From an optimization exercise on the open Yosys and OpenROAD flow, aimed at small area; shortcuts taken in it are not production practice.
In this exercise RTL edits were held to simulation tests only and were not proved equivalent to the original.
Power and IR drop assume default switching activity.

rev 12:
Design id_stage, start of the top module:
module id_stage (
    input  logic        clk,
    input  logic        rst,
    input  logic [31:0] ID_pc,
    input  logic [31:0] ID_instr,
    input  logic        M_we,
    input  logic [4:0]  M_wa,
    input  logic        WB_we,
    input  logic [4:0]  WB_addr,
    input  logic [31:0] WB_wd,
    output logic        stall,
    output logic [2:0]  IF_j,
    output logic [31:0] IF_pc4,
    output logic [31:0] E_pc,
    output logic [31:0] E_instr,
    output logic [31:0] E_rd1,
    output logic [31:0] E_rd2,
    output logic [31:0] E_ext,
    output logic [4:0]  E_wa,
    output logic        E_we,
    output logic        E_load,
    output logic        E_store
);
Size: roughly 3000 cells after synthesis, ~310 I/O pins.
export LEC_CHECK = 0
export CAP_MARGIN = 20
export CORE_MARGIN = 2
export CORE_UTILIZATION = 35
export SETUP_SLACK_MARGIN = 0.1
export SLEW_MARGIN = 20
export SYNTH_HIERARCHICAL = 1
export SYNTH_MINIMUM_KEEP_SIZE = 0
create_clock -name core_clock -period 11.0 [get_ports {clk}]
standard.sh (not shown) runs the stock make flow with config.mk's settings and CLKGATE_MAP_FILE= SYNTH_SCRIPT=/design/flow/synth_recipe.tcl, a recipe that flattens the netlist after the stock synthesis.
==> flow/flow/run.sh <==
#!/bin/bash
# Layout flow: the standard ORFS flow (standard.sh) with two overrides:
#  - port buffers use the smallest buffer cell (buf_1) instead of the
#    resizer's pick;
#  - clock tree synthesis uses clkbuf_4 buffers, clusters of at most 8
#    flip-flops within 40 um, and inserts no dummy loads.
# The make output goes to standard_flow.log in this folder; ORFS keeps each
# step's full log under orfs/logs.
set -euo pipefail
bash standard.sh \
  BUFFER_PORTS_ARGS="-buffer_cell sky130_fd_sc_hd__buf_1" \
  CTS_ARGS="-sink_clustering_enable -repair_clock_nets -buf_list sky130_fd_sc_hd__clkbuf_4 -dont_use_dummy_load -sink_clustering_size 8 -sink_clustering_max_diameter 40" \
  finish > standard_flow.log 2>&1
What rev 13 does differently from rev 12 at the input level:
-- flow/config.mk --
<<< rev 12, line 9
export CORE_MARGIN = 2
export CORE_UTILIZATION = 35
export SETUP_SLACK_MARGIN = 0.1
export SLEW_MARGIN = 20
>>> rev 13, line 9
export CORE_MARGIN = 2
export CORE_UTILIZATION = 45
export SLEW_MARGIN = 20
==> comparison <==
- | multi-input logic cell count | rev 12 vs rev 13 | ≈ equal |
- Rev 13: post-layout instance count excluding filler cells is 390 lower than what rev 12 reported.
- Rev 13 has non-clock buffer count above what rev 12 had.
- Against rev 12, rev 13 reports a met1 global-route usage that is higher.
- Diff rev 12 -> rev 13: flip-flop and latch count closely matched the old numbers; final weighted congestion in routability-driven placement increased by about 4.3% relative to the old numbers.
- Compared with rev 12, rev 13 ends up with a smaller final cell area.
- Rev 12 ended up with IF_pc4[8] as its endpoint of the worst setup timing path; rev 13 ended up with IF_pc4[6].

---

Another version of the RTL of id_stage (not shown whole).
Size in the first run: roughly 48000 sq um of cells after synthesis.
// id_stage
module id_stage (
    input  logic        clk,
    input  logic        rst,
    input  logic [31:0] ID_pc,
    input  logic [31:0] ID_instr,
    input  logic        M_we,
    input  logic [4:0]  M_wa,
    input  logic        WB_we,
    input  logic [4:0]  WB_addr,
    input  logic [31:0] WB_wd,
    output logic        stall,
    output logic [2:0]  IF_j,
    output logic [31:0] IF_pc4,
    output logic [31:0] E_pc,
    output logic [31:0] E_instr,
    output logic [31:0] E_rd1,
    output logic [31:0] E_rd2,
    output logic [31:0] E_ext,
    output logic [4:0]  E_wa,
    output logic        E_we,
    output logic        E_load,
    output logic        E_store
);
clock: 11.0 ns
lec_check: 0
cap_margin: 20
core_margin: 2
core_utilization: 45
slew_margin: 20
synth_hierarchical: 1
synth_minimum_keep_size: 0
Scripts as last shown in full above: flow/flow/run.sh
Rerun with:
--- a/flow/config.mk
+++ b/flow/config.mk
@@ -10 +10 @@
-export CORE_UTILIZATION = 45
+export CORE_UTILIZATION = 35
After rerunning:
- The changed run passed the timing, design-rule and antenna checks
- sequential share of layout area shrinks by 0.59 points
- cell area grows by 0.97%
- clock power barely changes
- worst hold slack gains 6.0 ps
- die area grows by 28%
- via count is about the same
- final cell count grows by 7.7%
- critical path depth grows by 1
- wire length grows by 2.9%
- clock-buffer cell count does not change

==> afterwards: timing with drivers on the ports <==
In the flow no input, the clock included, has a driving cell. The finished layouts below were timed again as built, in two steps.
Step 1, drivers: a clkbuf_16 drives clk and a buf_2 each remaining input, both assumed.
Step 2 times the ports against the registers' clock, not the clock port: input delays grow and output delays shrink by t, the midpoint of the rising clock arrivals with the driver on.
Slacks: ideal ports / drivers / drivers and shift; pairs: ideal ports / drivers.
| run | t, ns | setup WS [ns] | latest minus earliest clock arrival (ns) | worst register clock-pin slew, ns | worst data-port slew with drivers (ns) |
|---|---|---|---|---|---|
| rev 12 | 1.249 | 0.312 / 0.249 / 0.249 | 0.119 / 0.118 | 0.10 / 0.10 | 0.19 |
| rev 13 | 1.147 | 0.470 / 0.408 / 0.408 | 0.118 / 0.119 | 0.10 / 0.10 | 0.15 |
| the first run of note 2 | 1.157 | 0.654 / 0.589 / 0.589 | 0.126 / 0.126 | 0.10 / 0.10 | 0.14 |
| the second run of note 2 | 1.193 | 0.255 / 0.167 / 0.167 | 0.132 / 0.132 | 0.10 / 0.10 | 0.16 |
After both steps every run listed still meets setup and hold. For the second run of note 2, which loses most, drivers alone change the setup slack by -0.088 ns; drivers and shift together by -0.088 ns.
